This design comes from an exercise in tuning for small area and a short achievable clock period on the open sky130 flow, not from production work. The RTL was checked by simulation tests, not by an equivalence proof against the original design. Power and IR drop assume default switching activity.

**config.mk**
```make
export PLATFORM = sky130hd
export DESIGN_NAME = crc_frame_receiver_core
export DESIGN_NICKNAME = crc_frame_receiver_core
export VERILOG_FILES = /design/flow/design.v
export SDC_FILE = /design/flow/constraint.sdc
export NUM_CORES = 4
export LEC_CHECK = 0
export CAP_MARGIN = 20
export CORE_MARGIN = 2
export CORE_UTILIZATION = 55
export SETUP_SLACK_MARGIN = 2.65
export SLEW_MARGIN = 20
export TNS_END_PERCENT = 10
```
**constraint.sdc**
```tcl
create_clock -name core_clock -period 5.0 [get_ports {clk}]
set_input_delay 1.0000 -clock core_clock [delete_from_list [all_inputs] [get_ports {clk}]]
set_output_delay 1.0000 -clock core_clock [all_outputs]
set_load 0.01 [all_outputs]
```
**design.v**
```verilog
`timescale 1ns / 1ps
`default_nettype none
package crcfr_pkg;
	localparam logic [31:0] CRC_POLY = 32'hEDB8_8320;
	localparam logic [31:0] CRC_INIT = 32'hFFFF_FFFF;
	localparam logic [31:0] CRC_RESIDUE  = 32'hDEBB_20E3;
	localparam logic [7:0]  RES_LOW_KEY  = 8'hED;
	localparam logic [23:0] RES_HIGH_KEY = 24'h00BE26;
	localparam logic [15:0] RES_PRE_KEY  = 16'hBE26;
	localparam logic [7:0] TYPE_INPUT = 8'h01;
	localparam logic [7:0] TYPE_EMPTY = 8'h02;
	localparam logic [2:0] STATUS_OK        = 3'd0;
	localparam logic [2:0] STATUS_SHORT     = 3'd1;
	localparam logic [2:0] STATUS_BAD_MAGIC = 3'd2;
	localparam logic [2:0] STATUS_BAD_CRC   = 3'd3;
	localparam logic [2:0] STATUS_EMPTY     = 3'd4;
	localparam logic [2:0] STATUS_TOO_LONG  = 3'd5;
	function automatic logic [31:0] crc32_byte(input logic [31:0] crc, input logic [7:0] b);
		logic [31:0] c;
		c = crc ^ {24'd0, b};
		for (int i = 0; i < 8; i++) begin
			c = c[0] ? ((c >> 1) ^ CRC_POLY) : (c >> 1);
		end
		crc32_byte = c;
	endfunction
endpackage
`default_nettype wire
`timescale 1ns / 1ps
`default_nettype none
module crcfr_frame_state (
	input  wire logic        in_valid,
	input  wire logic        out_ready,
	input  wire logic        out_valid_q,
	input  wire logic        mid,          
	input  wire logic [7:0]  data_byte,
	input  wire logic        last_byte,
	input  wire logic [7:0]  crc_lo,       
	input  wire logic        pre_in,       
	input  wire logic [2:0]  pre_status,   
	input  wire logic [32:0] at,           
	output logic             in_ready,
	output logic             in_xfer,
	output logic             drop_hdr,     
	output logic [2:0]       stat,
	output logic [7:0]       fill,
	output logic [32:0]      wr
);
	logic lo_match, xlast, keep_hdr, keep_in;
	logic pre_chk, pre_ok;
	assign pre_chk  = (pre_status == crcfr_pkg::STATUS_OK)
	               || (pre_status == crcfr_pkg::STATUS_EMPTY);
	assign pre_ok   = (pre_status == crcfr_pkg::STATUS_OK);
	assign in_ready = !out_valid_q || out_ready;
	assign in_xfer  = in_valid && in_ready;
	assign xlast    = in_xfer && last_byte;
	assign lo_match = ((crc_lo ^ data_byte) == crcfr_pkg::RES_LOW_KEY);
	assign keep_hdr = mid && pre_ok && lo_match;
	assign keep_in  = mid && pre_in && lo_match;
	assign drop_hdr = last_byte && !keep_hdr;
	assign stat     = !mid ? crcfr_pkg::STATUS_SHORT
	                : (pre_chk && !lo_match) ? crcfr_pkg::STATUS_BAD_CRC : pre_status;
	assign fill     = last_byte ? 8'd0 : data_byte;
	for (genvar k = 0; k <= 32; k++) begin : g_wr
		if (k >= 17) begin : g_in
			assign wr[k] = (in_xfer && at[k]) || (xlast && !keep_in);
		end else begin : g_hdr
			assign wr[k] = (in_xfer && at[k]) || (xlast && !keep_hdr);
		end
	end
endmodule
`default_nettype wire
`timescale 1ns / 1ps
`default_nettype none
module crc_frame_receiver_core (
	input  wire logic               clk,
	input  wire logic               arst_n,
	input  wire logic               magic_wr_en,
	input  wire logic [15:0]        magic_wr_data,
	input  wire logic               in_valid,
	output logic                    in_ready,
	input  wire logic [7:0]         data_byte,
	input  wire logic               last_byte,
	output logic                    out_valid,
	input  wire logic               out_ready,
	output logic [2:0]              status,
	output logic [7:0]              msg_type,
	output logic [31:0]             seq_number,
	output logic [63:0]             timestamp_bits,
	output logic [63:0]             keys_low,
	output logic [15:0]             keys_high,
	output logic signed [15:0]      cursor_dx,
	output logic signed [15:0]      cursor_dy,
	output logic [7:0]              buttons,
	output logic signed [7:0]       scroll,
	output logic [10:0]             payload_length
);
	localparam logic [10:0] CNT_BYTE0 = 11'd2027;
	logic [15:0]  magic_q;
	logic         out_valid_q;
	logic         mid_q;
	logic [10:0]  cnt_q;
	logic         nx_long_q;
	logic         magic_ok_q;
	logic [31:0]  crc_q;
	logic         pre_in_q;
	logic [2:0]   pre_status_q;
	logic [2:0]   status_q;
	logic [7:0]   type_q;
	logic [31:0]  seq_q;
	logic [63:0]  time_q;
	logic [79:0]  keys_q;
	logic [15:0]  dx_q;
	logic [15:0]  dy_q;
	logic [7:0]   buttons_q;
	logic [7:0]   scroll_q;
	logic         in_xfer;
	logic         first;
	logic [32:0]  at;
	logic [10:0]  cnt_inc;
	logic         long_c;
	logic         long_n, lt21_n, lt37_n, eq21_n;
	logic         magic_ok_n;
	logic [7:0]   type_n;
	logic         is_input_n, is_empty_n;
	logic         crc_hi_ok_n;
	logic [31:0]  crc_nxt;
	logic         pre_ok_n;
	logic [2:0]   pre_status_n;
	logic [2:0]   stat_c;
	logic         drop_hdr;
	logic [7:0]   fill;
	logic [32:0]  wr;
	assign first = !mid_q;
	assign at[0] = first;
	for (genvar k = 1; k <= 32; k++) begin : g_at
		assign at[k] = mid_q && (cnt_q == 11'((k + 2027) % 2048));
	end
	assign cnt_inc  = (first ? CNT_BYTE0 : cnt_q) + 11'd1;
	assign long_c   = mid_q && nx_long_q;
	assign crc_nxt = crcfr_pkg::crc32_byte(first ? crcfr_pkg::CRC_INIT : crc_q, data_byte);
	assign long_n      = long_c || (mid_q && cnt_q == 11'd2026);
	assign lt21_n      = first || (cnt_q >= 11'd2027 && cnt_q <= 11'd2045);
	assign lt37_n      = first || cnt_q >= 11'd2027 || cnt_q <= 11'd13;
	assign eq21_n      = mid_q && cnt_q == 11'd2046;
	assign magic_ok_n  = at[0] ? (data_byte == magic_q[7:0])
	                   : at[1] ? (magic_ok_q && data_byte == magic_q[15:8]) : magic_ok_q;
	assign type_n      = at[3] ? data_byte : type_q;
	assign is_input_n  = (type_n == crcfr_pkg::TYPE_INPUT);
	assign is_empty_n  = (type_n == crcfr_pkg::TYPE_EMPTY);
	assign crc_hi_ok_n = mid_q && data_byte == crc_q[7:0]
	                  && crc_q[31:16] == crcfr_pkg::RES_PRE_KEY;
	always_comb begin
		if (long_n) begin
			pre_status_n = crcfr_pkg::STATUS_TOO_LONG;
		end else if (lt21_n || (is_input_n && lt37_n)) begin
			pre_status_n = crcfr_pkg::STATUS_SHORT;
		end else if (!magic_ok_n) begin
			pre_status_n = crcfr_pkg::STATUS_BAD_MAGIC;
		end else if (!crc_hi_ok_n) begin
			pre_status_n = crcfr_pkg::STATUS_BAD_CRC;
		end else begin
			if (is_empty_n && eq21_n) begin
				pre_status_n = crcfr_pkg::STATUS_EMPTY;
			end else begin
				pre_status_n = crcfr_pkg::STATUS_OK;
			end
		end
	end
	assign pre_ok_n = (pre_status_n == crcfr_pkg::STATUS_OK);
	crcfr_frame_state u_xfer (
		.in_valid    (in_valid),
		.out_ready   (out_ready),
		.out_valid_q (out_valid_q),
		.mid         (mid_q),
		.data_byte   (data_byte),
		.last_byte   (last_byte),
		.crc_lo      (crc_q[7:0]),
		.pre_in      (pre_in_q),
		.pre_status  (pre_status_q),
		.at          (at),
		.in_ready    (in_ready),
		.in_xfer     (in_xfer),
		.drop_hdr    (drop_hdr),
		.stat        (stat_c),
		.fill        (fill),
		.wr          (wr)
	);
	always_ff @(posedge clk or negedge arst_n) begin
		if (!arst_n) begin
			magic_q <= '0;
		end else if (magic_wr_en) begin
			magic_q <= magic_wr_data;
		end
	end
	always_ff @(posedge clk or negedge arst_n) begin
		if (!arst_n) begin
			out_valid_q <= 1'b0;
		end else if (in_xfer && last_byte) begin
			out_valid_q <= 1'b1;
		end else if (out_ready) begin
			out_valid_q <= 1'b0;
		end
	end
	always_ff @(posedge clk or negedge arst_n) begin
		if (!arst_n) begin
			mid_q <= 1'b0;
		end else if (in_xfer) begin
			mid_q <= !last_byte;
		end
	end
	always_ff @(posedge clk) begin
		if (in_xfer) begin
			cnt_q       <= drop_hdr ? 11'd0 : cnt_inc;
			nx_long_q    <= long_n;
			crc_q        <= crc_nxt;
			magic_ok_q   <= magic_ok_n;
			pre_in_q     <= pre_ok_n && is_input_n;
			pre_status_q <= pre_status_n;
			if (last_byte) status_q <= stat_c;
		end
	end
	always_ff @(posedge clk) begin
		if (wr[3]) type_q <= fill;
		for (int i = 0; i < 4; i++) begin
			if (wr[5 + i]) seq_q[8*i +: 8] <= fill;
		end
		for (int i = 0; i < 8; i++) begin
			if (wr[9 + i]) time_q[8*i +: 8] <= fill;
		end
		for (int i = 0; i < 10; i++) begin
			if (wr[17 + i]) keys_q[8*i +: 8] <= fill;
		end
		for (int i = 0; i < 2; i++) begin
			if (wr[27 + i]) dx_q[8*i +: 8] <= fill;
			if (wr[29 + i]) dy_q[8*i +: 8] <= fill;
		end
		if (wr[31]) buttons_q <= fill;
		if (wr[32]) scroll_q  <= fill;
	end
	assign out_valid      = out_valid_q;
	assign status         = status_q;
	assign msg_type       = type_q;
	assign seq_number     = seq_q;
	assign timestamp_bits = time_q;
	assign payload_length = cnt_q;
	assign keys_low       = keys_q[63:0];
	assign keys_high      = keys_q[79:64];
	assign cursor_dx      = dx_q;
	assign cursor_dy      = dy_q;
	assign buttons        = buttons_q;
	assign scroll         = scroll_q;
endmodule
`default_nettype wire
```
**flow/run.sh**
```bash
#!/bin/bash
# Layout: the standard ORFS flow (standard.sh, which also runs the
# standard synthesis), with changes made through ORFS's own variables:
# - buffer_ports inserts sky130_fd_sc_hd__buf_1 as every port's buffer (the
#   resizer may still upsize them);
# - the resizer may not use the delay cells (only needed for hold fixing,
#   which this design does not need);
# - clock tree synthesis inserts no dummy loads, with clkbuf_8 buffers and
#   sink clusters of at most 16 flip-flops within 60 um.
# Each tool's full output is in standard_flow.log here and in ORFS's logs
# under orfs/logs.
set -euo pipefail
export BUFFER_PORTS_ARGS="-buffer_cell sky130_fd_sc_hd__buf_1"
export DONT_USE_CELLS="sky130_fd_sc_hd__clkdlybuf4s15_1 sky130_fd_sc_hd__clkdlybuf4s15_2 sky130_fd_sc_hd__clkdlybuf4s18_1 sky130_fd_sc_hd__clkdlybuf4s18_2 sky130_fd_sc_hd__clkdlybuf4s25_1 sky130_fd_sc_hd__clkdlybuf4s25_2 sky130_fd_sc_hd__clkdlybuf4s50_1 sky130_fd_sc_hd__clkdlybuf4s50_2 sky130_fd_sc_hd__dlygate4sd1_1 sky130_fd_sc_hd__dlygate4sd2_1 sky130_fd_sc_hd__dlygate4sd3_1 sky130_fd_sc_hd__dlymetal6s2s_1 sky130_fd_sc_hd__dlymetal6s4s_1 sky130_fd_sc_hd__dlymetal6s6s_1"
export CTS_ARGS="-sink_clustering_enable -repair_clock_nets -buf_list sky130_fd_sc_hd__clkbuf_8 -dont_use_dummy_load -sink_clustering_size 16 -sink_clustering_max_diameter 60"
bash standard.sh > standard_flow.log 2>&1
```
**standard.sh**
```bash
#!/bin/bash
# synth_recipe.tcl (not shown) runs the flow's synth.tcl, then flattens the netlist and writes it again
# the make line also repeats each setting of config.mk as NAME=value (left out here)
make -C /OpenROAD-flow-scripts/flow DESIGN_CONFIG=/design/flow/config.mk WORK_HOME=/design/flow/orfs CLKGATE_MAP_FILE= SYNTH_SCRIPT=/design/flow/synth_recipe.tcl "${@:-finish}"
```
==> results of run 1 <==
[stage by stage]
stage / area (sq um) / hold WS (ns) / util / worst slack (ns) / cells
finish: 14000 / 0.544 / 0.669 / 2.42 / 1274
global route: 14000 / 0.561 / 0.669 / 2.38 / 1274
CTS: 13800 / 0.545 / 0.659 / 2.37 / 1261
detailed placement: 13200 / 0.523 / 0.630 / 0.879 / 1229
global placement: 13200 / 0.514 / 0.630 / 0.892 / 1229
floorplan: 11800 / 0.501 / - / 2.06 / 694
[flip-flops by register name (all words and copies together) (netlist names), 11 cells and up]
signal	count
cnt_q	11
crc_q	32
dx_q	16
dy_q	16
keys_q	80
magic_q	16
seq_q	32
time_q	64
[final timing paths]
check	startpoint	endpoint	slack (ns)	depth (start not counted)
max in group asynchronous	arst_n	mid_q$_DFFE_PN0P_	3.73	1
min reg2reg	magic_q[6]$_DFFE_PN0P_	magic_q[6]$_DFFE_PN0P_	0.54	1
max	data_byte[6]	type_q[7]$_DFFE_PP_	2.42	7
max reg2reg	crc_q[7]$_DFFE_PP_	type_q[7]$_DFFE_PP_	2.51	6
min	magic_q[6]$_DFFE_PN0P_	magic_q[6]$_DFFE_PN0P_	0.54	1
min in group asynchronous	arst_n	magic_q[6]$_DFFE_PN0P_	0.57	1
[placed cells by master (no fill, tap or decap), types with 9 or more instances in the layout]
cell type / n
mux2_2: 17
buf_1: 273
o21ai_4: 26
buf_4: 30
nand2b_1: 9
nand2_1: 36
nand3_1: 9
xor2_1: 34
dfrtp_1: 17
nand4_1: 9
a21oi_1: 9
edfxtp_1: 284
clkbuf_8: 23
xnor2_1: 95
nor2_1: 36
[critical path, cell delays in order]
cell and delay [ns]:
buf_1 0.07, buf_4 0.17, xnor2_1 0.15, or3b_1 0.38
or4_4 0.48, o21a_4 0.30, o21a_2 0.29
[what timing repair did]
action	4_1_cts	5_1_grt
pin swaps	3	5
setup endpoints to repair	268	266
gates resized for setup	36	19
hold buffers	0	0
setup buffers	9	13
[cells by family (layout without fill, tap and decap cells)]
family / count (synthesis) / in the layout / synth area share
fa+ha+maj: 1 / 1 / 0.00108
flops: 302 / 302 / 0.774
simple gates: 147 / 147 / 0.0649
xor+xnor: 135 / 135 / 0.102
mux: 17 / 17 / 0.0165
buf+inv: 39 / 344 / 0.0155
compound gates: 53 / 53 / 0.0260
[layer usage]
metal	wire, microns	up-vias	part of all wire	track usage
met5	0	-	0	0
met4	372	0	0.013	0.0467
met1	11700	3495	0.40	0.355
li1	-	3113	-	-
met2	15100	338	0.51	0.451
met3	2160	29	0.074	0.0321
[final cells by class]
class / instances / area share
Timing Repair Buffer: 314 / 0.101
Tap cell: 275 / 0.0246
Sequential cell: 302 / 0.643
Inverter: 7 / 0.00206
Multi-Input combinational cell: 353 / 0.206
Clock buffer: 23 / 0.0227
[power breakdown]
part	internal [W]	total (W)	switching, W
combinational	0.000809	0.00173	0.000921
sequential	0.00319	0.00341	0.000213
clock	0.000413	0.00111	0.000701
total	0.00442	0.00625	0.00184
==> reports/qor.yml, run 1 <==
status: "no timing/DRC/antenna violations"
rsz0062_at_grt: "true"
chipWidth_microns: 149
area_growth_pct: 20.4
cts_buffers: 23
syn_area_sq_mm: 0.0116
yosys.area.top_type: "edfxtp_1"
hold_violations: 0
synth-edff-count: 284
start_util: 0.555
dr.pass1.iters: 5
avgViaCountPerCell: 5.47
tritoncts: "yes"
maxSlewViolCount: 0
coreArea_sq_mm: 0.0209
synthCells: 694
cts.sink_count: 302
die_area_sq_mm: 0.0223
grt_pass1_vias: 6736
antenna_cells: 0
drt_wl_total_microns: 29300
cp_data_arrival_time_ns: 2.85
wire_per_inst_microns: 23.0
rows: 53
async_flop_share: 0.0596
setup_viol: 0
route.detailed.drc: 0
num_vias: 6975
crit_path_start_kind: "primary input"
crit_type: "in2reg"
synth_warnings: 1
p_leak_nw: 4.55
grt_first_pass_wirelength_microns: 42200
portBuffers: 277
cap_violations: 0
peakVddDrop_mv: 0.450
cts_root_buf: "clkbuf_8"
syn_area_per_cell_sq_um: 16.7
relSlewSlack: 0.376
power.total_w: 0.00625
synthTopCellsByCount: "edfxtp_1, xnor2_1, nand2_1, nor2_1, xor2_1"
fin_setup_tns_ns: 0
hp-class: "reg2reg"
synthFlopType: "edfxtp_1"
multi_input_area_sq_mm: 0.00288
synth.area.top_cells: "edfxtp_1, xnor2_1, dfrtp_1"
period_needed_ns: 2.58
worstMarginPinSlew_ns: 0.936
synth-seq-cells: 302
grt_max_degree: 31
clk_latency_ns: 0.54
synth_top_area_share: 0.735
power_density_mw_per_mm2: 448
ant_nets: 0
synth_most_common_cell: "edfxtp_1"
synth_nets: 725
critPathCaptureType: "flop"
ys_types: 45
clock_skew_ns: 0.0279
routabilityCongestion: 0.842
drive_gt1_frac: 0.137
fill_cells: 1525
grt.overflow.total: 0
fmax_ghz: 0.387
required_ns: 5.27
regArea_sq_mm: 0.00898
yosysSeqAreaShare: 0.774
path_clk_slew_ns: 0.09
period_share: 0.516
grt_usage: 0.257
drtIter0Drc: 598
clock_path_buffers: 3
hpwl_microns: 19600
fin_nets: 1032
antenna_found_initial: 0
io_pins: 278
cts_max_level: 1
die_y_microns: 149
crit_fanout: 12
==> run 2, diff against run 1 <==
--- a/design.v
+++ b/design.v
@@ -35,6 +35,8 @@
 	input  wire logic [7:0]  data_byte,
 	input  wire logic        last_byte,
 	input  wire logic [7:0]  crc_lo,       
+	input  wire logic        pre_chk,      
+	input  wire logic        pre_ok,       
 	input  wire logic        pre_in,       
 	input  wire logic [2:0]  pre_status,   
 	input  wire logic [32:0] at,           
@@ -46,10 +48,6 @@
 	output logic [32:0]      wr
 );
 	logic lo_match, xlast, keep_hdr, keep_in;
-	logic pre_chk, pre_ok;
-	assign pre_chk  = (pre_status == crcfr_pkg::STATUS_OK)
-	               || (pre_status == crcfr_pkg::STATUS_EMPTY);
-	assign pre_ok   = (pre_status == crcfr_pkg::STATUS_OK);
 	assign in_ready = !out_valid_q || out_ready;
 	assign in_xfer  = in_valid && in_ready;
 	assign xlast    = in_xfer && last_byte;
@@ -102,7 +100,7 @@
 	logic         nx_long_q;
 	logic         magic_ok_q;
 	logic [31:0]  crc_q;
-	logic         pre_in_q;
+	logic         pre_chk_q, pre_ok_q, pre_in_q;
 	logic [2:0]   pre_status_q;
 	logic [2:0]   status_q;
 	logic [7:0]   type_q;
@@ -124,7 +122,7 @@
 	logic         is_input_n, is_empty_n;
 	logic         crc_hi_ok_n;
 	logic [31:0]  crc_nxt;
-	logic         pre_ok_n;
+	logic         pre_chk_n, pre_ok_n;
 	logic [2:0]   pre_status_n;
 	logic [2:0]   stat_c;
 	logic         drop_hdr;
@@ -150,6 +148,7 @@
 	assign crc_hi_ok_n = mid_q && data_byte == crc_q[7:0]
 	                  && crc_q[31:16] == crcfr_pkg::RES_PRE_KEY;
 	always_comb begin
+		pre_chk_n = 1'b0;
 		if (long_n) begin
 			pre_status_n = crcfr_pkg::STATUS_TOO_LONG;
 		end else if (lt21_n || (is_input_n && lt37_n)) begin
@@ -159,6 +158,7 @@
 		end else if (!crc_hi_ok_n) begin
 			pre_status_n = crcfr_pkg::STATUS_BAD_CRC;
 		end else begin
+			pre_chk_n = 1'b1;
 			if (is_empty_n && eq21_n) begin
 				pre_status_n = crcfr_pkg::STATUS_EMPTY;
 			end else begin
@@ -175,6 +175,8 @@
 		.data_byte   (data_byte),
 		.last_byte   (last_byte),
 		.crc_lo      (crc_q[7:0]),
+		.pre_chk     (pre_chk_q),
+		.pre_ok      (pre_ok_q),
 		.pre_in      (pre_in_q),
 		.pre_status  (pre_status_q),
 		.at          (at),
@@ -214,6 +216,8 @@
 			nx_long_q    <= long_n;
 			crc_q        <= crc_nxt;
 			magic_ok_q   <= magic_ok_n;
+			pre_chk_q    <= pre_chk_n;
+			pre_ok_q     <= pre_ok_n;
 			pre_in_q     <= pre_ok_n && is_input_n;
 			pre_status_q <= pre_status_n;
 			if (last_byte) status_q <= stat_c;
--- a/config.mk
+++ b/config.mk
@@ -7,7 +7,7 @@
 export LEC_CHECK = 0
 export CAP_MARGIN = 20
 export CORE_MARGIN = 2
-export CORE_UTILIZATION = 55
+export CORE_UTILIZATION = 40
 export SETUP_SLACK_MARGIN = 2.65
 export SLEW_MARGIN = 20
 export TNS_END_PERCENT = 10
==> reports/qor.yml, run 2 <==
status: "no timing/DRC/antenna violations"
crit_fanout: 10  # -2
async_flop_share: 0.0592  # -0.000392
top_register: "keys_q"
cts.sink_count: 304  # +0.66%
synth_top_area_share: 0.730  # -0.00475
required_ns: 4.00  # -1.27 ns
crit_type: "reg2out"
cap_violations: 0  # unchanged
synthTopCellsByCount: "edfxtp_1, xnor2_1, xor2_1"
fin_nets: 1028  # -0.39%
portBuffers: 277  # unchanged
r2r-end: "buttons_q[0]$_DFFE_PP_"
chipWidth_microns: 175  # +18%
antenna_cells: 0  # unchanged
p_leak_nw: 4.73  # +4.0%
start_util: 0.407  # -0.148
period_share: 0.484  # -0.0325
yosys.area.top_type: "edfxtp_1"
final_common_cell: "edfxtp_1"
power_density_mw_per_mm2: 444  # -0.88%
synth_nets: 719  # -0.83%
critPathTopFamily: "flip-flops"
synth.area.top_cells: "edfxtp_1, xnor2_1, dfrtp_1"
syn_area_sq_mm: 0.0118  # +1.4%
worstMarginPinSlew_ns: 0.874  # -0.0614 ns
avgViaCountPerCell: 5.02  # -8.3%
cts_hold_buffers: 0  # unchanged
rows: 62  # +17%
synth-seq-cells: 304  # +0.66%
route.detailed.drc: 0  # unchanged
clk_latency_ns: 0.59  # +0.05 ns
ys_types: 49  # +8.9%
drive_gt1_frac: 0.161  # +0.0237
path_clk_slew_ns: 0.09  # about the same
hpwl_microns: 20800  # +6.5%
hp-class: "in2async"
synthFlopType: "edfxtp_1"
drt_wl_total_microns: 30700  # +4.7%
fin_setup_tns_ns: 0  # unchanged
tritoncts: "yes"
critPathCaptureType: "output pin"
die_area_sq_mm: 0.0308  # +38%
cts_max_level: 1  # unchanged
cp_data_arrival_time_ns: 1.42  # -1.43 ns
peakVddDrop_mv: 0.196  # -56%
cts_root_buf: "clkbuf_8"
largest_register_ffs: 80  # unchanged
fmax_ghz: 0.413  # +6.7%
grt.overflow.total: 0  # unchanged
cts_buffers: 26  # +13%
rsz0062_at_grt: "true"
clock_path_buffers: 3  # unchanged
layout_setup_ws_ns: 2.58  # +0.163 ns
period_needed_ns: 2.42  # -0.163 ns
clock_skew_ns: 0.0612  # +0.0333 ns
crit_path_start_kind: "flop"
grt_first_pass_wirelength_microns: 44700  # +5.9%
area_growth_pct: 22.1
coreArea_sq_mm: 0.0289  # +38%
syn_area_per_cell_sq_um: 17.1  # +2.2%
grt_usage: 0.196  # -0.0614
ant_nets: 0  # unchanged
grt_pass1_vias: 6976  # +3.6%
maxSlewViolCount: 0  # unchanged
io_pins: 278  # unchanged
grt_max_degree: 35  # +13%
die_y_microns: 175  # +18%
dr.pass1.iters: 7  # +2
drtIter0Drc: 594  # -0.67%
cp_slowest_stage_delay_ns: 0.62  # +0.14 ns
largest_registers: "keys_q (80), time_q (64)"
r2r_start: "cnt_q[8]$_SDFFCE_PP0P_"
hold_violations: 0  # unchanged
yosysSeqAreaShare: 0.769  # -0.00527
post-place-ws_ns: 1.73  # +0.853 ns
mostFrequentLayoutCells: "edfxtp_1, buf_1, xnor2_1"
regToRegSetupSlack_ns: 2.66  # +0.15 ns
synthCells: 688  # -0.86%
synth_warnings: 1  # unchanged
crit_path_cell_trace: "buf_1"
synth_most_common_cell: "edfxtp_1"
worstRegToRegCells: 5  # -1
synth-edff-count: 286  # +0.70%
crit_slowest_cell: "edfxtp_1"
setup_viol: 0  # unchanged
wire_per_inst_microns: 22.2  # -3.3%
path_buf_inv: 1  # -1
antenna_found_initial: 0  # unchanged
num_vias: 6923  # -0.75%
relSlewSlack: 0.416  # +0.0397
routabilityCongestion: 0.804  # -4.5%
[run 2: cell count changes after synthesis, sizes merged, moves of 4 or more]
cell,before,now
and3,5,0
inv,7,11
nand2,36,43
nand4b,4,0
nor2,36,18
nor2b,12,16
or2,1,5
xnor2,99,81
xnor3,0,4
xor2,36,45
[run 2: repair_timing]
action | in CTS | in global routing
pin swaps | 4 | 1
resized for setup | 20 | 10
setup buffers | 16 | 5
hold endpoints to repair | 0 | 0
setup endpoints to repair | 259 | 238
[run 2: power by group]
| part | leakage [nW] | switching [W] | total [W] | internal (W) |
|---|---|---|---|---|
| clock | 0.187 | 0.000734 | 0.00120 | 0.000463 |
| combinational | 1.60 | 0.000915 | 0.00176 | 0.000846 |
| sequential | 2.94 | 0.000195 | 0.00341 | 0.00322 |
| total | 4.73 | 0.00184 | 0.00637 | 0.00452 |
[run 2: logic make-up after synthesis]
family / Yosys count / share of synthesized area
flops: 304 / 0.769
simple gates: 140 / 0.0639
xor+xnor: 130 / 0.107
compound gates: 54 / 0.0268
buf+inv: 41 / 0.0159
mux: 18 / 0.0170
fa+ha+maj: 1 / 0.00106
[run 2: layout make-up]
cell class,instances,area (sq um)
inverter,11,41.3
fill,2509,14500
sequential,304,9040
tap,384,480
multi-input combinational,343,3070
clock buffer,26,358
timing repair buffer,311,1360
[run 2: layer usage]
metal | global-route usage | part of all wire | vias to the layer above
met1 | 0.266 | 0.42 | 3451
met5 | 0 | 0 | -
met2 | 0.321 | 0.48 | 330
met4 | 0.0548 | 0.025 | 0
li1 | - | - | 3096
met3 | 0.0429 | 0.073 | 46
[run 2: per-stage QoR]
step,utilization,cell area [sq um],std cells,hold slack [ns],power (W)
after CTS,0.494,14200,1374,0.535,0.00640
after global routing,0.497,14400,1379,0.369,0.00669
after global placement,0.472,13600,1332,0.496,0.00516
final,0.497,14400,1379,0.373,0.00637
after detailed placement,0.472,13600,1332,0.502,0.00517
after floorplan,-,12200,688,0.482,0.00478
[run 2: worst max-delay path by stage]
| stage | depth (start not counted) | slack (ns) | start | end |
|---|---|---|---|---|
| final | 1 | 2.58 | cnt_q[4]$_SDFFCE_PP0P_ | payload_length[4] |
| after detailed placement | 6 | 1.73 | data_byte[2] | dy_q[6]$_DFFE_PP_ |
| after global placement | 6 | 1.49 | data_byte[4] | type_q[5]$_DFFE_PP_ |
| after CTS | 1 | 2.54 | cnt_q[1]$_SDFFCE_PP0P_ | payload_length[1] |
| after global routing | 1 | 2.49 | cnt_q[2]$_SDFFCE_PP0P_ | payload_length[2] |
| after floorplan | 5 | 2.41 | out_ready | keys_q[0]$_DFFE_PP_ |
==> run 3, diff against run 2 <==
--- a/design.v
+++ b/design.v
@@ -35,8 +35,6 @@
 	input  wire logic [7:0]  data_byte,
 	input  wire logic        last_byte,
 	input  wire logic [7:0]  crc_lo,       
-	input  wire logic        pre_chk,      
-	input  wire logic        pre_ok,       
 	input  wire logic        pre_in,       
 	input  wire logic [2:0]  pre_status,   
 	input  wire logic [32:0] at,           
@@ -48,6 +46,10 @@
 	output logic [32:0]      wr
 );
 	logic lo_match, xlast, keep_hdr, keep_in;
+	logic pre_chk, pre_ok;
+	assign pre_chk  = (pre_status == crcfr_pkg::STATUS_OK)
+	               || (pre_status == crcfr_pkg::STATUS_EMPTY);
+	assign pre_ok   = (pre_status == crcfr_pkg::STATUS_OK);
 	assign in_ready = !out_valid_q || out_ready;
 	assign in_xfer  = in_valid && in_ready;
 	assign xlast    = in_xfer && last_byte;
@@ -100,7 +102,7 @@
 	logic         nx_long_q;
 	logic         magic_ok_q;
 	logic [31:0]  crc_q;
-	logic         pre_chk_q, pre_ok_q, pre_in_q;
+	logic         pre_in_q;
 	logic [2:0]   pre_status_q;
 	logic [2:0]   status_q;
 	logic [7:0]   type_q;
@@ -122,7 +124,7 @@
 	logic         is_input_n, is_empty_n;
 	logic         crc_hi_ok_n;
 	logic [31:0]  crc_nxt;
-	logic         pre_chk_n, pre_ok_n;
+	logic         pre_ok_n;
 	logic [2:0]   pre_status_n;
 	logic [2:0]   stat_c;
 	logic         drop_hdr;
@@ -148,7 +150,6 @@
 	assign crc_hi_ok_n = mid_q && data_byte == crc_q[7:0]
 	                  && crc_q[31:16] == crcfr_pkg::RES_PRE_KEY;
 	always_comb begin
-		pre_chk_n = 1'b0;
 		if (long_n) begin
 			pre_status_n = crcfr_pkg::STATUS_TOO_LONG;
 		end else if (lt21_n || (is_input_n && lt37_n)) begin
@@ -158,7 +159,6 @@
 		end else if (!crc_hi_ok_n) begin
 			pre_status_n = crcfr_pkg::STATUS_BAD_CRC;
 		end else begin
-			pre_chk_n = 1'b1;
 			if (is_empty_n && eq21_n) begin
 				pre_status_n = crcfr_pkg::STATUS_EMPTY;
 			end else begin
@@ -175,8 +175,6 @@
 		.data_byte   (data_byte),
 		.last_byte   (last_byte),
 		.crc_lo      (crc_q[7:0]),
-		.pre_chk     (pre_chk_q),
-		.pre_ok      (pre_ok_q),
 		.pre_in      (pre_in_q),
 		.pre_status  (pre_status_q),
 		.at          (at),
@@ -216,8 +214,6 @@
 			nx_long_q    <= long_n;
 			crc_q        <= crc_nxt;
 			magic_ok_q   <= magic_ok_n;
-			pre_chk_q    <= pre_chk_n;
-			pre_ok_q     <= pre_ok_n;
 			pre_in_q     <= pre_ok_n && is_input_n;
 			pre_status_q <= pre_status_n;
 			if (last_byte) status_q <= stat_c;
==> flow/run.sh (replaced) <==
#!/bin/bash
# Layout: the standard ORFS flow (standard.sh, which also runs the
# standard synthesis), with changes made through ORFS's own variables:
# - DONT_USE_CELLS is the platform's own list plus the cells in
#   flow/dont_use.txt (delay cells, and the non-inverting AND/OR-type gates,
#   so that synthesis and the resizer build the logic from inverting gates);
# - buffer_ports inserts sky130_fd_sc_hd__buf_1 as every port's buffer (the
#   resizer may still upsize them);
# - clock tree synthesis inserts no dummy loads, with clkbuf_8 buffers and
#   sink clusters of at most 16 flip-flops within 60 um.
# Each tool's full output is in standard_flow.log here and in ORFS's logs
# under orfs/logs.
set -euo pipefail
dont_use=$(grep -v '^#' flow/dont_use.txt | tr '\n' ' ')
export BUFFER_PORTS_ARGS="-buffer_cell sky130_fd_sc_hd__buf_1"
export CTS_ARGS="-sink_clustering_enable -repair_clock_nets -buf_list sky130_fd_sc_hd__clkbuf_8 -dont_use_dummy_load -sink_clustering_size 16 -sink_clustering_max_diameter 60"
bash standard.sh "DONT_USE_CELLS=$dont_use" finish > standard_flow.log 2>&1
==> flow/dont_use.txt (new file) <==
# sky130hd's own don't-use list (platforms/sky130hd/config.mk)
sky130_fd_sc_hd__probe_p_8
sky130_fd_sc_hd__probec_p_8
sky130_fd_sc_hd__lpflow_bleeder_1
sky130_fd_sc_hd__lpflow_clkbufkapwr_1
sky130_fd_sc_hd__lpflow_clkbufkapwr_16
sky130_fd_sc_hd__lpflow_clkbufkapwr_2
sky130_fd_sc_hd__lpflow_clkbufkapwr_4
sky130_fd_sc_hd__lpflow_clkbufkapwr_8
sky130_fd_sc_hd__lpflow_clkinvkapwr_1
sky130_fd_sc_hd__lpflow_clkinvkapwr_16
sky130_fd_sc_hd__lpflow_clkinvkapwr_2
sky130_fd_sc_hd__lpflow_clkinvkapwr_4
sky130_fd_sc_hd__lpflow_clkinvkapwr_8
sky130_fd_sc_hd__lpflow_decapkapwr_12
sky130_fd_sc_hd__lpflow_decapkapwr_3
sky130_fd_sc_hd__lpflow_decapkapwr_4
sky130_fd_sc_hd__lpflow_decapkapwr_6
sky130_fd_sc_hd__lpflow_decapkapwr_8
sky130_fd_sc_hd__lpflow_inputiso0n_1
sky130_fd_sc_hd__lpflow_inputiso0p_1
sky130_fd_sc_hd__lpflow_inputiso1n_1
sky130_fd_sc_hd__lpflow_inputiso1p_1
sky130_fd_sc_hd__lpflow_inputisolatch_1
sky130_fd_sc_hd__lpflow_isobufsrc_1
sky130_fd_sc_hd__lpflow_isobufsrc_16
sky130_fd_sc_hd__lpflow_isobufsrc_2
sky130_fd_sc_hd__lpflow_isobufsrc_4
sky130_fd_sc_hd__lpflow_isobufsrc_8
sky130_fd_sc_hd__lpflow_isobufsrckapwr_16
sky130_fd_sc_hd__lpflow_lsbuf_lh_hl_isowell_tap_1
sky130_fd_sc_hd__lpflow_lsbuf_lh_hl_isowell_tap_2
sky130_fd_sc_hd__lpflow_lsbuf_lh_hl_isowell_tap_4
sky130_fd_sc_hd__lpflow_lsbuf_lh_isowell_4
sky130_fd_sc_hd__lpflow_lsbuf_lh_isowell_tap_1
sky130_fd_sc_hd__lpflow_lsbuf_lh_isowell_tap_2
sky130_fd_sc_hd__lpflow_lsbuf_lh_isowell_tap_4
# delay cells
sky130_fd_sc_hd__clkdlybuf4s15_1
sky130_fd_sc_hd__clkdlybuf4s15_2
sky130_fd_sc_hd__clkdlybuf4s18_1
sky130_fd_sc_hd__clkdlybuf4s18_2
sky130_fd_sc_hd__clkdlybuf4s25_1
sky130_fd_sc_hd__clkdlybuf4s25_2
sky130_fd_sc_hd__clkdlybuf4s50_1
sky130_fd_sc_hd__clkdlybuf4s50_2
sky130_fd_sc_hd__dlygate4sd1_1
sky130_fd_sc_hd__dlygate4sd2_1
sky130_fd_sc_hd__dlygate4sd3_1
sky130_fd_sc_hd__dlymetal6s2s_1
sky130_fd_sc_hd__dlymetal6s4s_1
sky130_fd_sc_hd__dlymetal6s6s_1
# non-inverting AND/OR-type gates: two stages each, slow on the late paths
sky130_fd_sc_hd__a2111o_1
sky130_fd_sc_hd__a2111o_2
sky130_fd_sc_hd__a2111o_4
sky130_fd_sc_hd__a211o_1
sky130_fd_sc_hd__a211o_2
sky130_fd_sc_hd__a211o_4
sky130_fd_sc_hd__a21bo_1
sky130_fd_sc_hd__a21bo_2
sky130_fd_sc_hd__a21bo_4
sky130_fd_sc_hd__a21o_1
sky130_fd_sc_hd__a21o_2
sky130_fd_sc_hd__a21o_4
sky130_fd_sc_hd__a221o_1
sky130_fd_sc_hd__a221o_2
sky130_fd_sc_hd__a221o_4
sky130_fd_sc_hd__a22o_1
sky130_fd_sc_hd__a22o_2
sky130_fd_sc_hd__a22o_4
sky130_fd_sc_hd__a2bb2o_1
sky130_fd_sc_hd__a2bb2o_2
sky130_fd_sc_hd__a2bb2o_4
sky130_fd_sc_hd__a311o_1
sky130_fd_sc_hd__a311o_2
sky130_fd_sc_hd__a311o_4
sky130_fd_sc_hd__a31o_1
sky130_fd_sc_hd__a31o_2
sky130_fd_sc_hd__a31o_4
sky130_fd_sc_hd__a32o_1
sky130_fd_sc_hd__a32o_2
sky130_fd_sc_hd__a32o_4
sky130_fd_sc_hd__a41o_1
sky130_fd_sc_hd__a41o_2
sky130_fd_sc_hd__a41o_4
sky130_fd_sc_hd__and2_0
sky130_fd_sc_hd__and2_1
sky130_fd_sc_hd__and2_2
sky130_fd_sc_hd__and2_4
sky130_fd_sc_hd__and2b_1
sky130_fd_sc_hd__and2b_2
sky130_fd_sc_hd__and2b_4
sky130_fd_sc_hd__and3_1
sky130_fd_sc_hd__and3_2
sky130_fd_sc_hd__and3_4
sky130_fd_sc_hd__and3b_1
sky130_fd_sc_hd__and3b_2
sky130_fd_sc_hd__and3b_4
sky130_fd_sc_hd__and4_1
sky130_fd_sc_hd__and4_2
sky130_fd_sc_hd__and4_4
sky130_fd_sc_hd__and4b_1
sky130_fd_sc_hd__and4b_2
sky130_fd_sc_hd__and4b_4
sky130_fd_sc_hd__and4bb_1
sky130_fd_sc_hd__and4bb_2
sky130_fd_sc_hd__and4bb_4
sky130_fd_sc_hd__o2111a_1
sky130_fd_sc_hd__o2111a_2
sky130_fd_sc_hd__o2111a_4
sky130_fd_sc_hd__o211a_1
sky130_fd_sc_hd__o211a_2
sky130_fd_sc_hd__o211a_4
sky130_fd_sc_hd__o21a_1
sky130_fd_sc_hd__o21a_2
sky130_fd_sc_hd__o21a_4
sky130_fd_sc_hd__o21ba_1
sky130_fd_sc_hd__o21ba_2
sky130_fd_sc_hd__o21ba_4
sky130_fd_sc_hd__o221a_1
sky130_fd_sc_hd__o221a_2
sky130_fd_sc_hd__o221a_4
sky130_fd_sc_hd__o22a_1
sky130_fd_sc_hd__o22a_2
sky130_fd_sc_hd__o22a_4
sky130_fd_sc_hd__o2bb2a_1
sky130_fd_sc_hd__o2bb2a_2
sky130_fd_sc_hd__o2bb2a_4
sky130_fd_sc_hd__o311a_1
sky130_fd_sc_hd__o311a_2
sky130_fd_sc_hd__o311a_4
sky130_fd_sc_hd__o31a_1
sky130_fd_sc_hd__o31a_2
sky130_fd_sc_hd__o31a_4
sky130_fd_sc_hd__o32a_1
sky130_fd_sc_hd__o32a_2
sky130_fd_sc_hd__o32a_4
sky130_fd_sc_hd__o41a_1
sky130_fd_sc_hd__o41a_2
sky130_fd_sc_hd__o41a_4
sky130_fd_sc_hd__or2_0
sky130_fd_sc_hd__or2_1
sky130_fd_sc_hd__or2_2
sky130_fd_sc_hd__or2_4
sky130_fd_sc_hd__or2b_1
sky130_fd_sc_hd__or2b_2
sky130_fd_sc_hd__or2b_4
sky130_fd_sc_hd__or3_1
sky130_fd_sc_hd__or3_2
sky130_fd_sc_hd__or3_4
sky130_fd_sc_hd__or3b_1
sky130_fd_sc_hd__or3b_2
sky130_fd_sc_hd__or3b_4
sky130_fd_sc_hd__or4_1
sky130_fd_sc_hd__or4_2
sky130_fd_sc_hd__or4_4
sky130_fd_sc_hd__or4b_1
sky130_fd_sc_hd__or4b_2
sky130_fd_sc_hd__or4b_4
sky130_fd_sc_hd__or4bb_1
sky130_fd_sc_hd__or4bb_2
sky130_fd_sc_hd__or4bb_4
==> reports/qor.yml, run 3 <==
status: "no timing/DRC/antenna violations"
routabilityCongestion: 0.783  # -2.6%
synth_nets: 737  # +2.5%
maxSlewViolCount: 0  # unchanged
die_y_microns: 176  # about the same
area_growth_pct: 20.8
fin_setup_tns_ns: 0  # unchanged
crit_type: "reg2reg"
start_util: 0.408  # +0.000824
synth_warnings: 1  # unchanged
cts_max_level: 1  # unchanged
fin_nets: 1043  # +1.5%
wire_per_inst_microns: 22.5  # +1.0%
largest_register_ffs: 80  # unchanged
synth-seq-cells: 302  # -0.66%
hold_violations: 0  # unchanged
grt.overflow.total: 0  # unchanged
drtIter0Drc: 603  # +1.5%
relSlewSlack: 0.377  # -0.0389
chipWidth_microns: 176  # about the same
fill_cells: 2509  # unchanged
dr.pass1.iters: 5  # -2
path_clk_slew_ns: 0.09  # about the same
drive_gt1_frac: 0.151  # -0.00932
regToRegSetupSlack_ns: 2.61  # -0.05 ns
cp_data_arrival_time_ns: 2.73  # +1.31 ns
endpoint: "time_q[37]$_DFFE_PP_"
io_pins: 278  # unchanged
worstRegToRegCells: 6  # +1
period_share: 0.478  # -0.00594
tritoncts: "yes"
crit_fanout: 8  # -2
r2r_start: "crc_q[0]$_DFFE_PP_"
avgViaCountPerCell: 5.02  # about the same
fmax_ghz: 0.419  # +1.2%
required_ns: 5.34  # +1.34 ns
top_register: "keys_q"
cap_violations: 0  # unchanged
critPathCaptureType: "flop"
fin_util: 0.493  # -0.00421
drt_wl_total_microns: 31300  # +2.2%
synthTopCellsByCount: "edfxtp_1, xnor2_1, nor2_1"
setup_viol: 0  # unchanged
grt_pass1_vias: 6813  # -2.3%
clock_path_buffers: 3  # unchanged
synth-edff-count: 284  # -0.70%
period_needed_ns: 2.39  # -0.0297 ns
mostFrequentLayoutCells: "edfxtp_1, buf_1, xnor2_1"
p_leak_nw: 4.61  # -2.6%
rsz0062_at_grt: "true"
die_area_sq_mm: 0.0308  # +0.20%
cts_hold_buffers: 0  # unchanged
ant_nets: 0  # unchanged
portBuffers: 277  # unchanged
rows: 62  # unchanged
grt_max_degree: 38  # +8.6%
syn_area_sq_mm: 0.0118  # +0.20%
synthCells: 706  # +2.6%
clock_skew_ns: 0.114  # +0.0524 ns
num_vias: 7001  # +1.1%
synthFlopType: "edfxtp_1"
route.detailed.drc: 0  # unchanged
cts.sink_count: 302  # -0.66%
fin_cells: 1395  # +1.2%
hp-class: "in2async"
grt_first_pass_wirelength_microns: 45200  # +1.1%
synth_most_common_cell: "edfxtp_1"
power_density_mw_per_mm2: 448  # +1.0%
cts_root_buf: "clkbuf_8"
placedCellCount: 1353  # +1.6%
async_flop_share: 0.0596  # +0.000392
peakVddDrop_mv: 0.293  # +50%
finalInstanceArea_sq_mm: 0.0142  # -0.85%
crit_path_start_kind: "flop"
grt_usage: 0.199  # +0.00340
crit_start: "crc_q[0]$_DFFE_PP_"
placed_area_sq_mm: 0.0134  # -1.5%
synth.area.top_cells: "edfxtp_1, xnor2_1, dfrtp_1"
ys_types: 48  # -2.0%
hpwl_microns: 21500  # +3.1%
clk_latency_ns: 0.61  # +0.02 ns
yosysSeqAreaShare: 0.762  # -0.00665
final_common_cell: "edfxtp_1"
cts_buffers: 28  # +7.7%
yosys.area.top_type: "edfxtp_1"
largest_registers: "keys_q (80), time_q (64)"
worstMarginPinSlew_ns: 0.934  # +0.0602 ns
antenna_found_initial: 1  # +1
r2r-end: "time_q[37]$_DFFE_PP_"
syn_area_per_cell_sq_um: 16.7  # -2.4%
synth_top_area_share: 0.724  # -0.00657
coreArea_sq_mm: 0.0289  # unchanged
## run 3: repair_timing
action	in CTS	in global routing
pin swaps	4	2
setup buffers	9	4
resized for setup	38	26
endpoints found under the setup margin	314	261
## run 3: worst max-delay path: stages (launching register included)
cell and delay [ns]:
edfxtp_1 0.72, xor2_1 0.42, nand4bb_4 0.23, o21ai_4 0.27, buf_2 0.27, buf_2 0.17
o21ai_4 0.10
## run 3: power by group
part | switching (W) | internal, W | leakage [nW]
clock network | 0.000733 | 0.000496 | 0.201
logic | 0.000931 | 0.000799 | 1.47
registers | 0.000232 | 0.00319 | 2.93
## run 3: cell families (layout without fill, tap and decap cells)
kind of cell               count (synthesis)  in the layout  share of synthesized area
AOI/OAI and AO/OA                         56             56                     0.0258
xor gates and xnor gates                 135            135                      0.112
adders and majority gates                  1              1                    0.00106
buffers and inverters                     44            348                     0.0177
DFF                                      302            302                      0.762
muxes                                     17             17                     0.0166
other                                      0              1                          0
and+or+nand+nor                          151            151                     0.0649
## run 3: per-stage QoR
step	hold slack (ns)	total power (W)	setup slack, ns
floorplan	0.501	0.00476	2.33
global placement	0.515	0.00516	1.37
detailed placement	0.518	0.00517	1.35
CTS	0.536	0.00642	2.57
global route	0.419	0.00669	2.48
finish	0.419	0.00638	2.61
## run 3: cell type report
cell class                 count  area, sq um  area share
sequential                   302         8980       0.631
multi-input combinational    360         3080       0.216
timing repair buffer         306         1240      0.0875
tap                          384          480      0.0338
clock buffer                  28          385      0.0271
inverter                      14         58.8     0.00413
antenna                        1         2.50    0.000176
## run 3: per-layer routing
layer / part of all wire / track usage
met1: 0.43 / 0.279
met2: 0.48 / 0.327
met3: 0.070 / 0.0342
met4: 0.024 / 0.0499
met5: 0 / 0
## run 3: worst min-delay path by stage
stage	endpoint	from	slack (ns)
detailed placement	magic_q[4]$_DFFE_PN0P_	magic_q[4]$_DFFE_PN0P_	0.52
CTS	magic_q[4]$_DFFE_PN0P_	magic_q[4]$_DFFE_PN0P_	0.54
global placement	magic_q[4]$_DFFE_PN0P_	magic_q[4]$_DFFE_PN0P_	0.51
finish	magic_q[7]$_DFFE_PN0P_	arst_n	0.42
global route	magic_q[7]$_DFFE_PN0P_	arst_n	0.42
floorplan	magic_q[0]$_DFFE_PN0P_	magic_q[0]$_DFFE_PN0P_	0.50
==> run 4, diff against run 3 <==
--- a/config.mk
+++ b/config.mk
@@ -8,6 +8,6 @@
 export CAP_MARGIN = 20
 export CORE_MARGIN = 2
 export CORE_UTILIZATION = 40
-export SETUP_SLACK_MARGIN = 2.65
+export SETUP_SLACK_MARGIN = 2.75
 export SLEW_MARGIN = 20
-export TNS_END_PERCENT = 10
+export TNS_END_PERCENT = 30
==> reports/qor.yml, run 4 <==
clk_latency_ns: 0.60  # about the same
coreArea_sq_mm: 0.0289  # unchanged
grt_pass1_vias: 6811  # -0.029%
avgViaCountPerCell: 5.00  # -0.44%
multi_input_area_sq_mm: 0.00312  # +1.2%
route.detailed.drc: 0  # unchanged
critPathTopFamily: "flip-flops"
rsz0062_at_grt: "true"
synth_nets: 737  # unchanged
num_vias: 7105  # +1.5%
portBuffers: 277  # unchanged
critPathCaptureType: "output pin"
synth-edff-count: 284  # unchanged
worstMarginPinSlew_ns: 1.09  # +0.151 ns
synth-seq-cells: 302  # unchanged
async_flop_share: 0.0596  # unchanged
fill_cells: 2534  # +1.0%
peakVddDrop_mv: 0.207  # -29%
wire_per_inst_microns: 22.3  # -0.60%
cts_hold_buffers: 0  # unchanged
relSlewSlack: 0.273  # -0.104
crit_type: "reg2out"
synth_most_common_cell: "edfxtp_1"
start_util: 0.408  # unchanged
synth.area.top_cells: "edfxtp_1, xnor2_1, dfrtp_1"
cp_data_arrival_time_ns: 1.37  # -1.36 ns
period_needed_ns: 2.37  # -0.0208 ns
synthFlopType: "edfxtp_1"
path_buf_inv: 1  # -1
cts.sink_count: 302  # unchanged
fin_cells: 1422  # +1.9%
fmax_ghz: 0.422  # +0.88%
p_leak_nw: 4.73  # +2.6%
top_register: "keys_q"
cts_buffers: 28  # unchanged
maxSlewViolCount: 0  # unchanged
status: "no timing/DRC/antenna violations"
cap_violations: 0  # unchanged
clock_skew_ns: 0.106  # -0.00799 ns
antenna_found_initial: 0  # -1
crit_fanout: 10  # +2
crit_slowest_cell: "edfxtp_1"
clock_path_buffers: 3  # unchanged
finalInstanceArea_sq_mm: 0.0145  # +1.7%
largest_register_ffs: 80  # unchanged
hold_violations: 0  # unchanged
chipWidth_microns: 176  # unchanged
path_depth: 1  # -5
grt_first_pass_wirelength_microns: 45200  # about the same
grt.overflow.total: 0  # unchanged
grt_max_degree: 36  # -5.3%
area_growth_pct: 22.9
setup_viol: 0  # unchanged
tritoncts: "yes"
drtIter0Drc: 604  # +0.17%
largest_registers: "keys_q (80), time_q (64)"
rows: 62  # unchanged
dr.pass1.iters: 6  # +1
placedCellCount: 1354  # +0.074%
io_pins: 278  # unchanged
mostFrequentLayoutCells: "buf_1, edfxtp_1, xnor2_1"
syn_area_per_cell_sq_um: 16.7  # unchanged
drive_gt1_frac: 0.170  # +0.0181
period_share: 0.474  # -0.00416
path_clk_slew_ns: 0.10  # about the same
synthTopCellsByCount: "edfxtp_1, xnor2_1, nor2_1"
power_density_mw_per_mm2: 445  # -0.74%
fin_nets: 1071  # +2.7%
hp-class: "in2async"
cp_slowest_stage_delay_ns: 0.58  # -0.14 ns
grt_usage: 0.199  # -0.000871
fin_setup_tns_ns: 0  # unchanged
antenna_cells: 0  # -1
synth_warnings: 1  # unchanged
die_y_microns: 176  # unchanged
synthCells: 706  # unchanged
synth_top_area_share: 0.724  # unchanged
crit_path_cell_trace: "buf_1"
final_common_cell: "buf_1"
worstRegToRegCells: 9  # +3
required_ns: 4.00  # -1.34 ns
yosysSeqAreaShare: 0.762  # unchanged
syn_area_sq_mm: 0.0118  # unchanged
placed_area_sq_mm: 0.0134  # +0.16%
cts_max_level: 1  # unchanged
yosys.area.top_type: "edfxtp_1"
ys_types: 48  # unchanged
crit_path_start_kind: "flop"
cts_root_buf: "clkbuf_8"
regArea_sq_mm: 0.00898  # about the same
ant_nets: 0  # unchanged
die_area_sq_mm: 0.0308  # unchanged
drt_wl_total_microns: 31700  # +1.3%
regToRegSetupSlack_ns: 2.78  # +0.17 ns
hpwl_microns: 21400  # -0.53%
routabilityCongestion: 0.786  # +0.41%
[run 4: cell types whose count changed in the layout (fill, tap and decap cells not counted), sizes merged]
cell and delta:
clkinvlp +1, diode -1, buf +27
[run 4: cell type report]
class	count	share of cell area
clock buffers	28	0.0266
repair buffers	333	0.101
inverters	14	0.00389
repair inverters	1	0.000346
multi-input cells	360	0.215
well taps	384	0.0332
flip-flops and latches	302	0.620
[run 4: cells by family (layout without fill, tap and decap cells)]
| family | Yosys count | in the layout | synth area share |
|---|---|---|---|
| AO/OA/AOI/OAI | 56 | 56 | 0.0258 |
| XOR/XNOR | 135 | 135 | 0.112 |
| AND/OR/NAND/NOR | 151 | 151 | 0.0649 |
| flip-flops | 302 | 302 | 0.762 |
| adder cells (fa/ha/maj) | 1 | 1 | 0.00106 |
| buffers and inverters | 44 | 376 | 0.0177 |
| multiplexers | 17 | 17 | 0.0166 |
[run 4: power breakdown]
group | switching (W) | total [W] | internal, W
clock | 0.000739 | 0.00124 | 0.000496
sequential | 0.000209 | 0.00340 | 0.00319
combinational | 0.000966 | 0.00181 | 0.000846
total | 0.00191 | 0.00644 | 0.00453
[run 4: layer usage]
metal  GRT usage  wire length, microns  vias up
li1            -                     -     3185
met1       0.271                 13400     3537
met2       0.334                 15500      339
met3      0.0329                  2110       44
met4      0.0506                   717        0
met5           0                     0        -
[run 4: path summary, 6_finish.rpt]
path / start / to
max in group asynchronous: arst_n / out_valid_q$_DFFE_PN0P_
worst max register to register: crc_q[3]$_DFFE_PP_ / keys_q[66]$_DFFE_PP_
min in group core_clock: magic_q[8]$_DFFE_PN0P_ / magic_q[8]$_DFFE_PN0P_
worst max-delay path: cnt_q[2]$_SDFFCE_PP0P_ / payload_length[2]
worst min-delay path: arst_n / magic_q[9]$_DFFE_PN0P_
worst min register to register: magic_q[8]$_DFFE_PN0P_ / magic_q[8]$_DFFE_PN0P_
[run 4: stage by stage]
step            util  power [W]  worst slack (ns)  hold slack, ns
2_1_floorplan      -    0.00476              2.33           0.501
3_3_place_gp   0.466    0.00513              1.38           0.512
3_5_place_dp   0.466    0.00514              1.39           0.518
4_1_cts        0.491    0.00641              2.60           0.530
5_1_grt        0.502    0.00675              2.55           0.420
6_report       0.502    0.00644              2.63           0.398
[run 4: what timing repair did]
action / in CTS / in global routing
gates cloned: 0 / 1
gates resized for setup: 52 / 37
pin swaps: 4 / 10
endpoints found under the setup margin: 424 / 259
setup buffers: 11 / 28
==> run 5, diff against run 4 <==
--- a/config.mk
+++ b/config.mk
@@ -7,7 +7,7 @@
 export LEC_CHECK = 0
 export CAP_MARGIN = 20
 export CORE_MARGIN = 2
-export CORE_UTILIZATION = 40
-export SETUP_SLACK_MARGIN = 2.75
+export CORE_UTILIZATION = 50
+export SETUP_SLACK_MARGIN = 2.8
 export SLEW_MARGIN = 20
 export TNS_END_PERCENT = 30
==> reports/qor.yml, run 5 <==
drtIter0Drc: 503  # -17%
relSlewSlack: 0.359  # +0.0864
io_pins: 278  # unchanged
crit_path_start_kind: "primary input"
rows: 56  # -9.7%
clock_path_buffers: 3  # unchanged
maxSlewViolCount: 0  # unchanged
fin_util: 0.619  # +0.117
largest_registers: "keys_q (80), time_q (64)"
regToRegSetupSlack_ns: 2.83  # +0.05 ns
fin_cells: 1367  # -3.9%
cts_buffers: 25  # -11%
grt_usage: 0.237  # +0.0380
crit_fanout: 3  # -7
crit_type: "in2out"
final_common_cell: "edfxtp_1"
synth_warnings: 1  # unchanged
crit_path_cell_trace: "buf_1, nand2b_4, buf_6"
critPathCaptureType: "output pin"
cts_hold_buffers: 0  # unchanged
cts.sink_count: 302  # unchanged
required_ns: 4.00  # about the same
synth.area.top_cells: "edfxtp_1, xnor2_1, dfrtp_1"
ys_types: 48  # unchanged
clk_latency_ns: 0.59  # about the same
route.detailed.drc: 0  # unchanged
setup_viol: 0  # unchanged
worstMarginPinSlew_ns: 0.956  # -0.130 ns
hpwl_microns: 20600  # -3.6%
num_vias: 7171  # +0.93%
rsz0062_at_grt: "true"
period_needed_ns: 2.38  # +0.0139 ns
syn_area_sq_mm: 0.0118  # unchanged
placedCellCount: 1285  # -5.1%
grt_max_degree: 30  # -17%
synthFlopType: "edfxtp_1"
regArea_sq_mm: 0.00898  # about the same
cts_root_buf: "clkbuf_8"
tritoncts: "yes"
top_register: "keys_q"
synthCells: 706  # unchanged
portBuffers: 277  # unchanged
fill_cells: 1835  # -28%
avgViaCountPerCell: 5.25  # +5.0%
cap_violations: 0  # unchanged
hp-class: "in2async"
layout_setup_ws_ns: 2.62  # -0.0139 ns
async_flop_share: 0.0596  # unchanged
coreArea_sq_mm: 0.0233  # -19%
synthTopCellsByCount: "edfxtp_1, xnor2_1, nor2_1"
hold_slack_ns: 0.399  # +0.000840 ns
syn_area_per_cell_sq_um: 16.7  # unchanged
chipWidth_microns: 158  # -10%
area_growth_pct: 22.5
synth-edff-count: 284  # unchanged
die_y_microns: 158  # -10%
drive_gt1_frac: 0.181  # +0.0117
multi_input_area_sq_mm: 0.00313  # +0.60%
die_area_sq_mm: 0.0248  # -20%
fin_setup_tns_ns: 0  # unchanged
largest_register_ffs: 80  # unchanged
power_density_mw_per_mm2: 448  # +0.77%
post-place-ws_ns: 1.35  # -0.0459 ns
period_share: 0.476  # +0.00278
start_util: 0.505  # +0.0967
status: "no timing/DRC/antenna violations"
yosysSeqAreaShare: 0.762  # unchanged
path_clk_slew_ns: 0.09  # about the same
cp_data_arrival_time_ns: 1.38  # about the same
grt_pass1_vias: 6652  # -2.3%
mostFrequentLayoutCells: "edfxtp_1, buf_1, xnor2_1"
fmax_ghz: 0.420  # -0.58%
antenna_cells: 0  # unchanged
cts_max_level: 1  # unchanged
synth_most_common_cell: "edfxtp_1"
wire_per_inst_microns: 22.3  # -0.15%
synth_top_area_share: 0.724  # unchanged
dr.pass1.iters: 5  # -1
synth_nets: 737  # unchanged
yosys.area.top_type: "edfxtp_1"
crit_slowest_cell: "nand2b_4"
ant_nets: 0  # unchanged
grt.overflow.total: 0  # unchanged
routabilityCongestion: 0.789  # +0.34%
antenna_found_initial: 0  # unchanged
clock_skew_ns: 0.0977  # -0.00796 ns
hold_violations: 0  # unchanged
peakVddDrop_mv: 0.344  # +66%
grt_first_pass_wirelength_microns: 42900  # -5.2%
drt_wl_total_microns: 30500  # -4.0%
cp_slowest_stage_delay_ns: 0.17  # -0.41 ns
p_leak_nw: 4.77  # +0.83%
fin_nets: 1081  # +0.93%
synth-seq-cells: 302  # unchanged
[run 5: cell types whose count changed in the layout (fill, tap and decap cells not counted), moves of 3 or more]
cell	delta
buf_2	+15
buf_1	-6
clkbuf_4	+5
o21ai_2	-3
[run 5: cell type report]
type                       count  area share
multi-input combinational    360       0.217
inverter                      14     0.00425
tap                          319      0.0277
timing repair buffer         345       0.104
timing repair inverter         2    0.000694
clock buffer                  25      0.0238
sequential                   302       0.622
[run 5: layer usage]
layer,track usage,up-vias,wire [microns]
li1,-,3209,-
met1,0.323,3591,12400
met2,0.399,323,15200
met3,0.0394,48,2230
met4,0.0589,0,692
met5,0,-,0
[run 5: worst paths after layout]
kind / cells after the start / end / from
hold / removal: 1 / magic_q[3]$_DFFE_PN0P_ / arst_n
max in group asynchronous: 1 / mid_q$_DFFE_PN0P_ / arst_n
hold reg to reg: 2 / status_q[0]$_SDFFCE_PP1P_ / pre_status_q[0]$_DFFE_PP_
min in group core_clock: 2 / status_q[0]$_SDFFCE_PP1P_ / pre_status_q[0]$_DFFE_PP_
setup reg to reg: 5 / keys_q[69]$_DFFE_PP_ / cnt_q[1]$_SDFFCE_PP0P_
setup / recovery: 3 / in_ready / out_ready
[run 5: worst max-delay path: cells and delay by family]
family	cells	cell delay, ns
AND/OR/NAND/NOR	1	0.17
buffers and inverters	2	0.21
[run 5: power by group]
group	internal (W)	switching, W
registers	0.00319	0.000204
logic	0.000910	0.000996
clock network	0.000446	0.000729
[run 5: metrics by stage]
stage / total power, W / instance area, sq um
final: 0.00647 / 14400
after global routing: 0.00678 / 14400
after CTS: 0.00634 / 14100
after detailed placement: 0.00515 / 13300
after global placement: 0.00514 / 13300
after floorplan: 0.00476 / 12000
[run 5: kinds of logic (layout without fill, tap and decap cells)]
family	Yosys count	after routing	share of synthesized area
and+or+nand+nor	151	151	0.0649
adders and majority gates	1	1	0.00106
buffers and inverters	44	386	0.0177
AOI/OAI and AO/OA	56	56	0.0258
xor gates and xnor gates	135	135	0.112
muxes	17	17	0.0166
DFF	302	302	0.762
[run 5: what timing repair did]
item | CTS | global route
setup buffers | 17 | 38
pin swaps | 4 | 9
setup endpoints to repair | 387 | 301
gates resized for setup | 51 | 43
gates cloned | 1 | 1
==> run 6, diff against run 5 <==
--- a/design.v
+++ b/design.v
@@ -104,7 +104,6 @@
 	logic [31:0]  crc_q;
 	logic         pre_in_q;
 	logic [2:0]   pre_status_q;
-	logic [2:0]   status_q;
 	logic [7:0]   type_q;
 	logic [31:0]  seq_q;
 	logic [63:0]  time_q;
@@ -215,8 +214,7 @@
 			crc_q        <= crc_nxt;
 			magic_ok_q   <= magic_ok_n;
 			pre_in_q     <= pre_ok_n && is_input_n;
-			pre_status_q <= pre_status_n;
-			if (last_byte) status_q <= stat_c;
+			pre_status_q <= last_byte ? stat_c : pre_status_n;
 		end
 	end
 	always_ff @(posedge clk) begin
@@ -238,7 +236,7 @@
 		if (wr[32]) scroll_q  <= fill;
 	end
 	assign out_valid      = out_valid_q;
-	assign status         = status_q;
+	assign status         = pre_status_q;
 	assign msg_type       = type_q;
 	assign seq_number     = seq_q;
 	assign timestamp_bits = time_q;
--- a/config.mk
+++ b/config.mk
@@ -7,7 +7,8 @@
 export LEC_CHECK = 0
 export CAP_MARGIN = 20
 export CORE_MARGIN = 2
-export CORE_UTILIZATION = 50
-export SETUP_SLACK_MARGIN = 2.8
+export CORE_UTILIZATION = 40
+export GPL_TIMING_DRIVEN = 0
+export SETUP_SLACK_MARGIN = 2.75
 export SLEW_MARGIN = 20
 export TNS_END_PERCENT = 30
==> reports/qor.yml, run 6 <==
r2r_start: "cnt_q[4]$_SDFFCE_PP0P_"
ys_types: 43  # -10%
combPwrFrac: 0.291  # -0.004
maxSlewViolCount: 0  # unchanged
grt_max_degree: 54  # +80%
dr_wl_met3_microns: 2220  # -0.58%
clk_latency_ns: 0.59  # about the same
worstMarginPinSlew_ns: 0.595  # -0.360 ns
worstRegToRegCells: 8  # +3
synth_top_area_share: 0.725  # +0.00137
period_needed_ns: 2.35  # -0.0321 ns
yosys.area.top_type: "edfxtp_1"
clock_path_buffers: 3  # unchanged
setup_viol: 0  # unchanged
rows: 62  # +11%
grt_pass1_vias: 6500  # -2.3%
area_growth_pct: 25.8
layout_setup_ws_ns: 2.65  # +0.0321 ns
syn_area_sq_mm: 0.0116  # -1.2%
yosysSeqAreaShare: 0.764  # +0.00185
endpoint: "in_ready"
dr.pass1.iters: 5  # unchanged
drt_wl_total_microns: 29700  # -2.7%
routabilityCongestion: 0.778  # -1.4%
tritoncts: "yes"
hold_violations: 0  # unchanged
fin_cells: 1410  # +3.1%
crit_fanout: 3  # unchanged
hpwl_microns: 20700  # +0.26%
wire_per_inst_microns: 21.0  # -5.6%
relSlewSlack: 0.603  # +0.244
placed_area_sq_mm: 0.0137  # +2.3%
placedCellCount: 1348  # +4.9%
final_common_cell: "edfxtp_1"
async_flop_share: 0.0602  # +0.000598
crit_path_start_kind: "primary input"
start_util: 0.405  # -0.0996
antenna_cells: 0  # unchanged
switchingPower_w: 0.00187  # -3.2%
wl_met1_microns: 12100  # -2.4%
synth.area.top_cells: "edfxtp_1, xnor2_1, dfrtp_1"
largest_registers: "keys_q (80), time_q (64)"
critPathCaptureType: "output pin"
synth_warnings: 1  # unchanged
cts_hold_buffers: 0  # unchanged
drive_gt1_frac: 0.182  # +0.000963
synth-seq-cells: 299  # -0.99%
route.detailed.drc: 0  # unchanged
p_leak_nw: 4.90  # +2.7%
peakVddDrop_mv: 0.179  # -48%
swShare: 0.293  # -0.00467
status: "no timing/DRC/antenna violations"
top_register: "keys_q"
fill_cells: 2454  # +34%
drtIter0Drc: 557  # +11%
avgViaCountPerCell: 4.90  # -6.5%
syn_area_per_cell_sq_um: 16.9  # +1.3%
post-place-ws_ns: 1.70  # +0.356 ns
clkPwrFrac: 0.193  # +0.011
path_clk_slew_ns: 0.08  # about the same
synth_most_common_cell: "edfxtp_1"
rsz0062_at_grt: "true"
synthCells: 688  # -2.5%
required_ns: 4.00  # about the same
regToRegSetupSlack_ns: 2.77  # -0.06 ns
grt_usage: 0.188  # -0.0490
largest_register_ffs: 80  # unchanged
wl_met2_microns: 14300  # -5.8%
fin_nets: 1059  # -2.0%
ant_nets: 0  # unchanged
portBuffers: 268  # -3.2%
==> run 6: cell count changes in the layout (fill, tap and decap cells not counted), sizes merged, moves of 3 or more <==
cell,delta
clkinvlp,-3
nand4,+4
nand2,+3
xor2,+9
edfxtp,-3
nor3,+4
xnor2,-12
a21oi,-4
clkbuf,+5
nor2b,+8
nor2,-22
buf,-8
==> run 6: metal layers <==
layer	up-vias	GRT usage
li1	3150	-
met1	3372	0.245
met2	335	0.313
met3	58	0.0381
met4	0	0.0677
met5	-	0
==> run 6: per-stage QoR <==
stage	utilization	hold slack [ns]
after floorplan	-	0.501
after global placement	0.468	0.512
after detailed placement	0.476	0.521
after CTS	0.497	0.530
after global routing	0.510	0.393
final	0.510	0.369
==> run 6: kinds of logic (layout without fill, tap and decap cells) <==
kind of cell    after synthesis  count (layout)  synth area share
mux                          17              17            0.0163
simple gates                144             144            0.0645
flops                       299             299             0.764
compound gates               52              52            0.0270
xor+xnor                    132             132             0.110
buf+inv                      43             381            0.0174
fa+ha+maj                     1               1           0.00108
==> run 6: final cells by class <==
cell class | instances | area [sq um] | share of cell area
sequential | 299 | 8890 | 0.607
multi-input combinational | 346 | 3070 | 0.210
timing repair buffer | 310 | 1510 | 0.103
tap | 384 | 480 | 0.0328
clock buffer | 28 | 385 | 0.0263
buffer | 29 | 243 | 0.0166
inverter | 14 | 65.1 | 0.00445
==> run 6: power groups by stage <==
stage	Combinational (W)	Sequential (W)	Clock, W
detailed placement	0.00178	0.00335	0
CTS	0.00181	0.00329	0.00127
global route	0.00201	0.00331	0.00135
finish	0.00185	0.00329	0.00123
floorplan	0.00135	0.00335	0
global placement	0.00172	0.00335	0
==> run 6: how the worst min path moves through the flow <==
stage,startpoint,to,slack (ns),cells after the start
final,arst_n,magic_q[2]$_DFFE_PN0P_,0.37,1
after floorplan,magic_q[0]$_DFFE_PN0P_,magic_q[0]$_DFFE_PN0P_,0.50,1
after detailed placement,magic_q[6]$_DFFE_PN0P_,magic_q[6]$_DFFE_PN0P_,0.52,1
after global placement,magic_q[7]$_DFFE_PN0P_,magic_q[7]$_DFFE_PN0P_,0.51,1
after global routing,arst_n,magic_q[2]$_DFFE_PN0P_,0.39,1
after CTS,magic_q[5]$_DFFE_PN0P_,magic_q[5]$_DFFE_PN0P_,0.53,1
==> run 6: worst max-delay path, delay by kind of cell <==
kind,cells,cell delay (ns)
buffers and inverters,2,0.22
and+or+nand+nor,1,0.13
==> run 6: what timing repair did <==
item	4_1_cts	5_1_grt
gates cloned	0	1
setup endpoints to repair	315	235
gates resized for setup	27	46
buffers inserted	11	22
pin swaps	7	12

-- separate check: timing with driven ports --
The results above use ideal ports. As a check the final layouts listed here were re-extracted and re-timed, cells and wires unchanged. Step 1, drivers: a clkbuf_16 drives clk and a buf_2 each remaining input, both assumed. Step 2, shift: input delay + t, output delay - t, t = (earliest + latest rising clock arrival at the registers) / 2. This alone moves slack from input paths to output paths. a / b / c = ideal / step 1 / step 2; a / b = the first two.
run | t, ns | setup slack, ns
run 1 | 0.577 | 2.419 / 2.441 / 1.864
run 2 | 0.597 | 2.581 / 2.536 / 2.083
run 3 | 0.599 | 2.611 / 2.575 / 2.035
run 4 | 0.594 | 2.632 / 2.588 / 2.157
run 5 | 0.588 | 2.618 / 2.595 / 2.190
run 6 | 0.595 | 2.650 / 2.629 / 2.182
After both steps every run listed still meets setup and hold.
